Context: an optimization exercise on an open-source flow, tuned for small area. The choices shown serve that exercise and are no tape-out recipe.
The RTL was checked by simulation tests, not by an equivalence proof against the original design.
Power is estimated from default activity; no workload was simulated.

==> inputs of 11-15 <==
==> flow/design.v (excerpt) <==
module pir_motion_event_detector_core #(
  parameter int unsigned TIME_WIDTH = 32
) (
  input  logic                             clk,
  input  logic                             rst,
  input  logic                             s_tvalid,
  output logic                             s_tready,
  input  logic [39:0]                      s_tdata,   
  output logic                             m_tvalid,
  input  logic                             m_tready,
  output logic [39:0]                      m_tdata,   
  output logic [pmed_pkg::CodeWidth-1:0]   m_tuser,   
  input  logic                             cfg_valid,
  output logic                             cfg_ready,
  input  logic [pmed_pkg::CfgIdxWidth-1:0] cfg_index,
  input  logic [pmed_pkg::CfgDataW-1:0]    cfg_data
);
  pmed_pkg::cfg_t cfg;
  logic                           out_valid;
  logic [pmed_pkg::PortTimeW-1:0] out_time;
  logic [pmed_pkg::CodeWidth-1:0] out_code;
  assign cfg_ready = 1'b1;
  pmed_cfg_regs u_cfg (
    .clk      (clk),
    .rst      (rst),
    .wr_en    (cfg_valid),
    .wr_index (cfg_index),
    .wr_data  (cfg_data),
    .cfg      (cfg)
  );
  assign s_tready = ~out_valid | m_tready;
  pmed_event_logic u_logic (
    .clk          (clk),
    .rst          (rst),
    .accept       (s_tvalid & s_tready),
    .take         (m_tready),
  ...
export LEC_CHECK = 0
export CAP_MARGIN = 5
export CORE_MARGIN = 2
export CORE_UTILIZATION = 40
export CTS_BUF_LIST = sky130_fd_sc_hd__clkbuf_8
export CTS_CLUSTER_DIAMETER = 100
export CTS_CLUSTER_SIZE = 30
export GPL_TIMING_DRIVEN = 0
export SLEW_MARGIN = 5
export SYNTH_HIERARCHICAL = 1
export BUFFER_PORTS_ARGS = -buffer_cell sky130_fd_sc_hd__buf_1
export CTS_ARGS = -sink_clustering_enable -repair_clock_nets -sink_clustering_size 30 -sink_clustering_max_diameter 100 -buf_list "sky130_fd_sc_hd__clkbuf_4 sky130_fd_sc_hd__clkbuf_8" -dont_use_dummy_load
create_clock -name core_clock -period 7.5 [get_ports {clk}]
standard.sh (not shown) runs the stock make flow with config.mk's settings and CLKGATE_MAP_FILE= SYNTH_SCRIPT=/design/flow/synth_recipe.tcl, a recipe that flattens the netlist after the stock synthesis.
==> flow/flow/run.sh <==
#!/bin/bash
set -euo pipefail
cat >> config.mk <<'EOM'
export BUFFER_PORTS_ARGS = -buffer_cell sky130_fd_sc_hd__buf_1
export CTS_ARGS = -sink_clustering_enable -repair_clock_nets -sink_clustering_size 30 -sink_clustering_max_diameter 100 -buf_list "sky130_fd_sc_hd__clkbuf_4 sky130_fd_sc_hd__clkbuf_8" -dont_use_dummy_load
EOM
bash standard.sh > standard_flow.log 2>&1
==> inputs of 02-19, as changes to 11-15 <==
--- a/flow/flow/run.sh
+++ b/flow/flow/run.sh
@@ -4,2 +4,3 @@
 export BUFFER_PORTS_ARGS = -buffer_cell sky130_fd_sc_hd__buf_1
+export RECOVER_POWER = 100
 export CTS_ARGS = -sink_clustering_enable -repair_clock_nets -sink_clustering_size 30 -sink_clustering_max_diameter 100 -buf_list "sky130_fd_sc_hd__clkbuf_4 sky130_fd_sc_hd__clkbuf_8" -dont_use_dummy_load
--- a/flow/config.mk
+++ b/flow/config.mk
@@ -7,3 +7,3 @@
 export LEC_CHECK = 0
-export CAP_MARGIN = 5
+export CAP_MARGIN = 20
 export CORE_MARGIN = 2
@@ -14,5 +14,6 @@
 export GPL_TIMING_DRIVEN = 0
-export SLEW_MARGIN = 5
+export SLEW_MARGIN = 20
 export SYNTH_HIERARCHICAL = 1
 export BUFFER_PORTS_ARGS = -buffer_cell sky130_fd_sc_hd__buf_1
+export RECOVER_POWER = 100
 export CTS_ARGS = -sink_clustering_enable -repair_clock_nets -sink_clustering_size 30 -sink_clustering_max_diameter 100 -buf_list "sky130_fd_sc_hd__clkbuf_4 sky130_fd_sc_hd__clkbuf_8" -dont_use_dummy_load
==> comparison table <==
quantity                                                                          02-19       11-15
GR met3 Demand/Resource                                                           4.03%       4.13%
Sequential Power Share                                                            45.6%       45.5%
Setup skew after layout                                                       0.0301 ns   0.0319 ns
Latest clock arrival within the worst-skew pair                                 0.44 ns     0.43 ns
Final Power                                                                     1.88 mW     1.89 mW
Clock net power                                                                  429 µW      428 µW
Leakage power                                                                   3.49 nW     3.55 nW
Crit path setup slack, layout                                                  0.202 ns    0.312 ns
Non-clock buffers, area share                                                     6.89%       7.65%
Sequential fraction of total cell area                                            41.9%       41.4%
Number of post-CTS setup repair buffers                                               2           1
Wire per inst                                                                   16.5 µm     16.5 µm
Pre-Repair DR Iteration Count                                                         5           4
Net Sw Frac                                                                       31.2%       31.1%
Worst setup slack before clock tree synthesis                                  -1.16 ns    -1.16 ns
Detailed Route WL                                                               17.4 mm     17.4 mm
DRC marker count from the first detailed-route iteration                            268         207
Post-route met1 wirelength                                                      7.52 mm     7.61 mm
Final slew viol count                                                                10           0
Vias/cell                                                                          4.96        4.91
Run status                                                     finished with violations  timing/DRC/antenna clean
Layout check failures                                     capacitance limit, slew limit           -
Placed wire-length estimate                                                     12.8 mm     12.7 mm
Met3 routed WL                                                                   982 µm      811 µm
DR vias                                                                            5241        5177

========
==> 08-01 <==
pir_motion_event_detector_core, a different RTL version from the one above (not shown whole).
Design pir_motion_event_detector_core, start of the top module:
module pir_motion_event_detector_core #(
  parameter int unsigned TIME_WIDTH = 32
) (
  input  logic                             clk,
  input  logic                             rst,
  input  logic                             s_tvalid,
  output logic                             s_tready,
  input  logic [39:0]                      s_tdata,   
  output logic                             m_tvalid,
  input  logic                             m_tready,
  output logic [39:0]                      m_tdata,   
  output logic [pmed_pkg::CodeWidth-1:0]   m_tuser,   
  input  logic                             cfg_valid,
  output logic                             cfg_ready,
  input  logic [pmed_pkg::CfgIdxWidth-1:0] cfg_index,
  input  logic [pmed_pkg::CfgDataW-1:0]    cfg_data
);
==> module pmed_event_logic, before the edit <==
module pmed_event_logic (
  input  logic                           clk,
  input  logic                           rst,
  input  logic                           accept,
  input  logic                           take,
  input  logic                           motion_level,
  input  logic [pmed_pkg::PortTimeW-1:0] now_ms,
  input  pmed_pkg::cfg_t                 cfg,
  output logic                           out_valid,
  output logic [pmed_pkg::CodeWidth-1:0] out_code,
  output logic [pmed_pkg::PortTimeW-1:0] out_time
);
  localparam int unsigned TW = pmed_pkg::PortTimeW;
  logic          started;
  logic          calibrated;
  logic          armed;
  logic          low_pending;
  logic          just_calibrated;
  logic [TW-1:0] mark;
  logic [TW-1:0] diff;
  logic [pmed_pkg::RegTimeW-1:0] limit;
  logic          pass;
  logic          cal_done;
  logic          detected;
  logic          ended;
  logic          emit;
  logic [TW-1:0] duration;
  assign diff  = now_ms - mark;
  assign limit = calibrated ? cfg.pause_time : cfg.calib_time;
  assign pass  = (diff[TW-1:pmed_pkg::RegTimeW] != '0) ||
                 (diff[pmed_pkg::RegTimeW-1:0] > limit);
  assign cal_done = ~calibrated & started & pass;
  assign detected = calibrated & motion_level & armed;
  assign ended    = calibrated & ~motion_level & ~armed & ~low_pending & pass;
  assign emit     = ~calibrated | detected | ended;
  assign duration = now_ms - {{(TW-pmed_pkg::RegTimeW){1'b0}}, cfg.pause_time} - out_time;
  always_ff @(posedge clk) begin
    if (rst) begin
      started         <= 1'b0;
      calibrated      <= 1'b0;
      armed           <= 1'b1;
      low_pending     <= 1'b0;
      just_calibrated <= 1'b0;
    end else if (accept) begin
      started         <= 1'b1;
      just_calibrated <= cal_done;
      if (cal_done) calibrated <= 1'b1;
      if (calibrated) begin
        if (motion_level) begin
          low_pending <= 1'b1;
          if (armed) armed <= 1'b0;
        end else begin
          low_pending <= 1'b0;
          if (ended) armed <= 1'b1;
        end
      end
    end
  end
  always_ff @(posedge clk) begin
    if (accept & (~started | (calibrated & ~motion_level & low_pending))) begin
      mark <= now_ms;
    end
  end
  always_ff @(posedge clk) begin
    if (rst) begin
      out_valid <= 1'b0;
    end else if (accept) begin
      out_valid <= emit;
    end else if (take) begin
      out_valid <= 1'b0;
    end
  end
  always_ff @(posedge clk) begin
    if (accept & emit) begin
      out_time <= ended ? duration : now_ms;
    end
  end
  assign out_code = {calibrated & ~just_calibrated, calibrated & armed};
endmodule
==> module pmed_cfg_regs, before the edit <==
module pmed_cfg_regs (
  input  logic                             clk,
  input  logic                             rst,
  input  logic                             wr_en,
  input  logic [pmed_pkg::CfgIdxWidth-1:0] wr_index,
  input  logic [pmed_pkg::CfgDataW-1:0]    wr_data,
  output pmed_pkg::cfg_t                   cfg
);
  pmed_pkg::cfg_t regs;
  always_ff @(posedge clk) begin
    if (rst) begin
      regs.calib_time <= pmed_pkg::CALIB_RESET;
      regs.pause_time <= pmed_pkg::PAUSE_RESET;
      regs.sensor_id  <= pmed_pkg::SENSOR_RESET;
    end else if (wr_en) begin
      case (wr_index)
        pmed_pkg::REG_CALIB_TIME: regs.calib_time <= wr_data;
        pmed_pkg::REG_PAUSE_TIME: regs.pause_time <= wr_data;
        pmed_pkg::REG_SENSOR_ID:  regs.sensor_id  <= wr_data[pmed_pkg::SensorWidth-1:0];
        default: ;
      endcase
    end
  end
  assign cfg = regs;
endmodule
Settings: LEC_CHECK=0, CAP_MARGIN=20, CORE_MARGIN=2, CORE_UTILIZATION=40, SLEW_MARGIN=20; clock period 7.5 ns.
run.sh (not shown) runs the stock make flow with config.mk's settings and CLKGATE_MAP_FILE= SYNTH_SCRIPT=/design/flow/synth_recipe.tcl, a recipe that flattens the netlist after the stock synthesis.
Stock flow here: none of the scripts above is used.
==> 12-22 (differences from 08-01) <==
--- a/flow/design.v
+++ b/flow/design.v
@@ -75,3 +75,2 @@
   logic [TW-1:0] mark;
-  logic [TW-1:0] diff;
   logic [pmed_pkg::RegTimeW-1:0] limit;
@@ -83,6 +82,21 @@
   logic [TW-1:0] duration;
-  assign diff  = now_ms - mark;
   assign limit = calibrated ? cfg.pause_time : cfg.calib_time;
-  assign pass  = (diff[TW-1:pmed_pkg::RegTimeW] != '0) ||
-                 (diff[pmed_pkg::RegTimeW-1:0] > limit);
+  always_comb begin
+    logic [TW-1:0] a, b, c, cs_s, cs_c;
+    logic          cy, below;
+    a    = mark;
+    b    = {{(TW-pmed_pkg::RegTimeW){1'b0}}, limit};
+    c    = ~now_ms;
+    cs_s = a ^ b ^ c;
+    cs_c = (a & b) | (a & c) | (b & c);
+    cy = cs_s[0];
+    for (int i = 1; i < TW; i++) begin
+      cy = (cs_s[i] & cs_c[i-1]) | (cy & (cs_s[i] | cs_c[i-1]));
+    end
+    below = 1'b0;
+    for (int i = 0; i < TW; i++) begin
+      below = (~now_ms[i] & mark[i]) | (below & ~(now_ms[i] & ~mark[i]));
+    end
+    pass = below ? ~(cs_c[TW-1] & cy) : ~(cs_c[TW-1] | cy);
+  end
   assign cal_done = ~calibrated & started & pass;
@@ -91,3 +105,12 @@
   assign emit     = ~calibrated | detected | ended;
-  assign duration = now_ms - {{(TW-pmed_pkg::RegTimeW){1'b0}}, cfg.pause_time} - out_time;
+  always_comb begin
+    logic [TW-1:0] a, b, c, x, y;
+    logic [TW:0]   cy;
+    a = ~now_ms;
+    b = {{(TW-pmed_pkg::RegTimeW){1'b0}}, cfg.pause_time};
+    c = out_time;
+    x = a ^ b ^ c;
+    y = {(a[TW-2:0] & b[TW-2:0]) | (a[TW-2:0] & c[TW-2:0]) | (b[TW-2:0] & c[TW-2:0]), 1'b0};
+    duration = ~(x + y);
+  end
   always_ff @(posedge clk) begin
==> flow/flow/run.sh (new file) <==
#!/bin/bash
set -euo pipefail
echo 'export BUFFER_PORTS_ARGS = -buffer_cell sky130_fd_sc_hd__buf_1' >> config.mk
bash standard.sh > standard_flow.log 2>&1
==> flow/standard.sh (new file) <==
#!/bin/bash
# synth_recipe.tcl (not shown) runs the flow's synth.tcl, then flattens the netlist and writes it again
# the make line also repeats each setting of config.mk as NAME=value (left out here)
make -C /OpenROAD-flow-scripts/flow DESIGN_CONFIG=/design/flow/config.mk WORK_HOME=/design/flow/orfs CLKGATE_MAP_FILE= SYNTH_SCRIPT=/design/flow/synth_recipe.tcl "${@:-finish}"
BUFFER_PORTS_ARGS = -buffer_cell sky130_fd_sc_hd__buf_1   (was not set)
removed: flow/run.sh
==> 09-11 (differences from 08-01) <==
--- a/flow/design.v
+++ b/flow/design.v
@@ -75,3 +75,2 @@
   logic [TW-1:0] mark;
-  logic [TW-1:0] diff;
   logic [pmed_pkg::RegTimeW-1:0] limit;
@@ -83,6 +82,21 @@
   logic [TW-1:0] duration;
-  assign diff  = now_ms - mark;
   assign limit = calibrated ? cfg.pause_time : cfg.calib_time;
-  assign pass  = (diff[TW-1:pmed_pkg::RegTimeW] != '0) ||
-                 (diff[pmed_pkg::RegTimeW-1:0] > limit);
+  always_comb begin
+    logic [TW-1:0] a, b, c, cs_s, cs_c;
+    logic          cy, below;
+    a    = mark;
+    b    = {{(TW-pmed_pkg::RegTimeW){1'b0}}, limit};
+    c    = ~now_ms;
+    cs_s = a ^ b ^ c;
+    cs_c = (a & b) | (a & c) | (b & c);
+    cy = cs_s[0];
+    for (int i = 1; i < TW; i++) begin
+      cy = (cs_s[i] & cs_c[i-1]) | (cy & (cs_s[i] | cs_c[i-1]));
+    end
+    below = 1'b0;
+    for (int i = 0; i < TW; i++) begin
+      below = (~now_ms[i] & mark[i]) | (below & ~(now_ms[i] & ~mark[i]));
+    end
+    pass = below ? ~(cs_c[TW-1] & cy) : ~(cs_c[TW-1] | cy);
+  end
   assign cal_done = ~calibrated & started & pass;
@@ -91,3 +105,12 @@
   assign emit     = ~calibrated | detected | ended;
-  assign duration = now_ms - {{(TW-pmed_pkg::RegTimeW){1'b0}}, cfg.pause_time} - out_time;
+  always_comb begin
+    logic [TW-1:0] a, b, c, x, y;
+    logic [TW:0]   cy;
+    a = ~now_ms;
+    b = {{(TW-pmed_pkg::RegTimeW){1'b0}}, cfg.pause_time};
+    c = out_time;
+    x = a ^ b ^ c;
+    y = {(a[TW-2:0] & b[TW-2:0]) | (a[TW-2:0] & c[TW-2:0]) | (b[TW-2:0] & c[TW-2:0]), 1'b0};
+    duration = ~(x + y);
+  end
   always_ff @(posedge clk) begin
==> 10-26 (differences from 08-01) <==
--- a/flow/design.v
+++ b/flow/design.v
@@ -31,2 +31,20 @@
 endpackage
+module pmed_cfg_load (
+  input  logic                             rst,
+  input  logic                             wr_en,
+  input  logic [pmed_pkg::CfgIdxWidth-1:0] wr_index,
+  input  logic [pmed_pkg::CfgDataW-1:0]    wr_data,
+  output logic [pmed_pkg::CfgDataW-1:0]    data_lo,
+  output logic [pmed_pkg::CfgDataW-1:0]    data_hi,
+  output logic                             en_calib,
+  output logic                             en_pause,
+  output logic                             en_sensor
+);
+  localparam logic [pmed_pkg::CfgDataW-1:0] Ones = pmed_pkg::CALIB_RESET | pmed_pkg::PAUSE_RESET;
+  assign data_lo = wr_data & {pmed_pkg::CfgDataW{~rst}};
+  assign data_hi = (wr_data | {pmed_pkg::CfgDataW{rst}}) & Ones;
+  assign en_calib  = rst | (wr_en & (wr_index == pmed_pkg::REG_CALIB_TIME));
+  assign en_pause  = rst | (wr_en & (wr_index == pmed_pkg::REG_PAUSE_TIME));
+  assign en_sensor = rst | (wr_en & (wr_index == pmed_pkg::REG_SENSOR_ID));
+endmodule
 module pmed_cfg_regs (
@@ -39,18 +57,105 @@
 );
-  pmed_pkg::cfg_t regs;
-  always_ff @(posedge clk) begin
-    if (rst) begin
-      regs.calib_time <= pmed_pkg::CALIB_RESET;
-      regs.pause_time <= pmed_pkg::PAUSE_RESET;
-      regs.sensor_id  <= pmed_pkg::SENSOR_RESET;
-    end else if (wr_en) begin
-      case (wr_index)
-        pmed_pkg::REG_CALIB_TIME: regs.calib_time <= wr_data;
-        pmed_pkg::REG_PAUSE_TIME: regs.pause_time <= wr_data;
-        pmed_pkg::REG_SENSOR_ID:  regs.sensor_id  <= wr_data[pmed_pkg::SensorWidth-1:0];
-        default: ;
-      endcase
-    end
+  localparam logic [pmed_pkg::CfgDataW-1:0] CalibRst  = pmed_pkg::CALIB_RESET;
+  localparam logic [pmed_pkg::CfgDataW-1:0] PauseRst  = pmed_pkg::PAUSE_RESET;
+  localparam logic [pmed_pkg::CfgDataW-1:0] SensorRst = pmed_pkg::CfgDataW'(pmed_pkg::SENSOR_RESET);
+  pmed_pkg::cfg_t                   regs;
+  logic [pmed_pkg::CfgDataW-1:0]    data_lo, data_hi;
+  logic [pmed_pkg::CfgDataW-1:0]    load_calib, load_pause, load_sensor;
+  logic                             en_calib, en_pause, en_sensor;
+  pmed_cfg_load u_load (
+    .rst       (rst),
+    .wr_en     (wr_en),
+    .wr_index  (wr_index),
+    .wr_data   (wr_data),
+    .data_lo   (data_lo),
+    .data_hi   (data_hi),
+    .en_calib  (en_calib),
+    .en_pause  (en_pause),
+    .en_sensor (en_sensor)
+  );
+  assign load_calib  = (data_hi & CalibRst)  | (data_lo & ~CalibRst);
+  assign load_pause  = (data_hi & PauseRst)  | (data_lo & ~PauseRst);
+  assign load_sensor = (data_hi & SensorRst) | (data_lo & ~SensorRst);
+  always_ff @(posedge clk) begin
+    if (en_calib)  regs.calib_time <= load_calib;
+    if (en_pause)  regs.pause_time <= load_pause;
+    if (en_sensor) regs.sensor_id  <= load_sensor[pmed_pkg::SensorWidth-1:0];
   end
   assign cfg = regs;
+endmodule
+module pmed_fa_row #(
+  parameter int unsigned W = 24
+) (
+  input  logic [W-1:0] a,
+  input  logic [W-1:0] b,
+  input  logic [W-1:0] c,
+  output logic [W-1:0] s,
+  output logic [W-1:0] co
+);
+  assign s  = a ^ b ^ c;
+  assign co = (a & b) | (a & c) | (b & c);
+endmodule
+module pmed_ha_row #(
+  parameter int unsigned W = 8
+) (
+  input  logic [W-1:0] a,
+  input  logic [W-1:0] b,
+  output logic [W-1:0] s,
+  output logic [W-1:0] co
+);
+  assign s  = a ^ b;
+  assign co = a & b;
+endmodule
+module pmed_adder #(
+  parameter int unsigned W = 32
+) (
+  input  logic [W-1:0] a,
+  input  logic [W-1:0] b,
+  output logic [W-1:0] sum
+);
+  logic [W-1:0] p, g, gg, pp;
+  pmed_ha_row #(.W(W)) u_pg (.a(a), .b(b), .s(p), .co(g));
+  always_comb begin
+    gg = g;
+    pp = p;
+    for (int d = 1; d < W; d = d * 2) begin
+      for (int i = 2 * d - 1; i < W; i += 2 * d) begin
+        gg[i] = gg[i] | (pp[i] & gg[i-d]);
+        pp[i] = pp[i] & pp[i-d];
+      end
+    end
+    for (int d = W / 4; d >= 1; d = d / 2) begin
+      for (int i = 3 * d - 1; i < W; i += 2 * d) begin
+        gg[i] = gg[i] | (pp[i] & gg[i-d]);
+        pp[i] = pp[i] & pp[i-d];
+      end
+    end
+  end
+  assign sum = p ^ {gg[W-2:0], 1'b0};
+endmodule
+module pmed_past #(
+  parameter int unsigned TW = 32,
+  parameter int unsigned LW = 24
+) (
+  input  logic [TW-1:0] now,
+  input  logic [TW-1:0] mark_n,
+  input  logic [LW-1:0] s_lo,
+  input  logic [LW-1:0] c_lo,
+  output logic          past
+);
+  logic [TW-1:0] s, c;
+  logic          cy, k;
+  assign s = {~(now[TW-1:LW] ^ mark_n[TW-1:LW]), s_lo};
+  assign c = {now[TW-1:LW] | mark_n[TW-1:LW], c_lo};
+  always_comb begin
+    cy = s[0];
+    for (int i = 1; i < TW; i++) begin
+      cy = (s[i] & c[i-1]) | (cy & (s[i] | c[i-1]));
+    end
+    k = 1'b1;
+    for (int i = 0; i < TW; i++) begin
+      k = (now[i] & mark_n[i]) | (k & (now[i] | mark_n[i]));
+    end
+  end
+  assign past = k ? (c[TW-1] & cy) : (c[TW-1] | cy);
 endmodule
@@ -69,2 +174,3 @@
   localparam int unsigned TW = pmed_pkg::PortTimeW;
+  localparam int unsigned LW = pmed_pkg::RegTimeW;
   logic          started;
@@ -74,6 +180,8 @@
   logic          just_calibrated;
-  logic [TW-1:0] mark;
-  logic [TW-1:0] diff;
-  logic [pmed_pkg::RegTimeW-1:0] limit;
+  logic [TW-1:0] mark_n;
+  logic [TW-1:0] now_n;
+  logic [LW-1:0] nlim;
+  logic [LW-1:0] ps, pc;
   logic          pass;
+  logic [TW-1:0] dx, dy, dur_n;
   logic          cal_done;
@@ -82,7 +190,36 @@
   logic          emit;
-  logic [TW-1:0] duration;
-  assign diff  = now_ms - mark;
-  assign limit = calibrated ? cfg.pause_time : cfg.calib_time;
-  assign pass  = (diff[TW-1:pmed_pkg::RegTimeW] != '0) ||
-                 (diff[pmed_pkg::RegTimeW-1:0] > limit);
+  assign now_n = ~now_ms;
+  assign nlim  = ~(calibrated ? cfg.pause_time : cfg.calib_time);
+  pmed_fa_row #(.W(LW)) u_past_csa (
+    .a  (now_ms[LW-1:0]),
+    .b  (mark_n[LW-1:0]),
+    .c  (nlim),
+    .s  (ps),
+    .co (pc)
+  );
+  pmed_past #(.TW(TW), .LW(LW)) u_past (
+    .now    (now_ms),
+    .mark_n (mark_n),
+    .s_lo   (ps),
+    .c_lo   (pc),
+    .past   (pass)
+  );
+  pmed_fa_row #(.W(LW)) u_dur_csa (
+    .a  (now_n[LW-1:0]),
+    .b  (cfg.pause_time),
+    .c  (out_time[LW-1:0]),
+    .s  (dx[LW-1:0]),
+    .co (dy[LW-1:0])
+  );
+  pmed_ha_row #(.W(TW-LW)) u_dur_hsa (
+    .a  (now_n[TW-1:LW]),
+    .b  (out_time[TW-1:LW]),
+    .s  (dx[TW-1:LW]),
+    .co (dy[TW-1:LW])
+  );
+  pmed_adder #(.W(TW)) u_dur_add (
+    .a   (dx),
+    .b   ({dy[TW-2:0], 1'b0}),
+    .sum (dur_n)
+  );
   assign cal_done = ~calibrated & started & pass;
@@ -91,3 +228,2 @@
   assign emit     = ~calibrated | detected | ended;
-  assign duration = now_ms - {{(TW-pmed_pkg::RegTimeW){1'b0}}, cfg.pause_time} - out_time;
   always_ff @(posedge clk) begin
@@ -116,3 +252,3 @@
     if (accept & (~started | (calibrated & ~motion_level & low_pending))) begin
-      mark <= now_ms;
+      mark_n <= now_n;
     end
@@ -130,3 +266,3 @@
     if (accept & emit) begin
-      out_time <= ended ? duration : now_ms;
+      out_time <= ended ? ~dur_n : now_ms;
     end
CTS_BUF_LIST = sky130_fd_sc_hd__clkbuf_8   (was not set)
CTS_CLUSTER_DIAMETER = 100   (was not set)
CTS_CLUSTER_SIZE = 30   (was not set)
SYNTH_HIERARCHICAL = 1   (was not set)
==> results_dict.tcl <==
set metrics [dict create \
    status "finished clean" \
    die_width_um 159 \
    ff_latch_area_um2 3160 \
    clockRootBuffer "clkbuf_16" \
    max_stage_delay_ps 530 \
    synth_simple_gate_area_share_pct 16.0 \
    placed_area_um2 11000 \
    dr.pass1.iters 5 \
    min_period_ps 6800 \
    hp-start "u_cfg.regs[55]" \
    rows 56 \
]
That was 08-01.
==> results_dict.tcl <==
set metrics [dict create \
    status "finished clean" \
    rows 54 \
    dr.pass1.iters 5 \
    max_stage_delay_ps 620 \
    die_width_um 153 \
    placed_area_um2 10200 \
    ff_latch_area_um2 3160 \
]
That was 09-11.
==> results_dict.tcl <==
set metrics [dict create \
    ff_latch_area_um2 3720 \
    clockRootBuffer "clkbuf_8" \
    min_period_ps 5650 \
    status "finished clean" \
    placed_area_um2 9800 \
    die_width_um 148 \
]
That was 10-26.
==> results_dict.tcl <==
set metrics [dict create \
    gp_congestion 0.814 \
    dr.pass1.iters 7 \
    die_width_um 153 \
    ff_latch_area_um2 3160 \
    placed_area_um2 9490 \
    rows 54 \
    status "finished clean" \
    min_period_ps 5310 \
    globalRouteMet2Util_pct 28.9 \
    synth_simple_gate_area_share_pct 13.5 \
    clockRootBuffer "clkbuf_16" \
]
That was 12-22.

-- port drivers added, routing unchanged --
The results above use ideal ports. As a check the final layouts listed here were re-extracted and re-timed, cells and wires unchanged.
Step 1 sets driving cells, clkbuf_16 on the clock port and buf_2 on the other inputs (assumed; they add their load-dependent delay and slew).
Step 2 also shifts input and output timing later by t, the mid clock arrival at the registers, as if the neighbouring blocks saw the same clock.
Three values: no drivers, after step 1, after step 2; two values: the first two.
run | t, ns | slack for setup (ns) | hold slack, ns
11-15 | 0.463 | 0.312 / 0.329 / -0.134 | 0.475 / 0.475 / 0.475
02-19 | 0.464 | 0.202 / 0.219 / -0.245 | 0.486 / 0.486 / 0.486
08-01 | 0.462 | 0.699 / 0.724 / 0.263 | 0.447 / 0.447 / 0.447
12-22 | 0.463 | 2.193 / 2.211 / 1.749 | 0.453 / 0.453 / 0.453
09-11 | 0.472 | 1.754 / 1.778 / 1.307 | 0.454 / 0.454 / 0.454
10-26 | 0.482 | 1.853 / 1.867 / 1.384 | 0.474 / 0.474 / 0.474
The setup slack of 10-26, which loses most, moves by +0.014 ns with the drivers and by -0.469 ns with both steps.
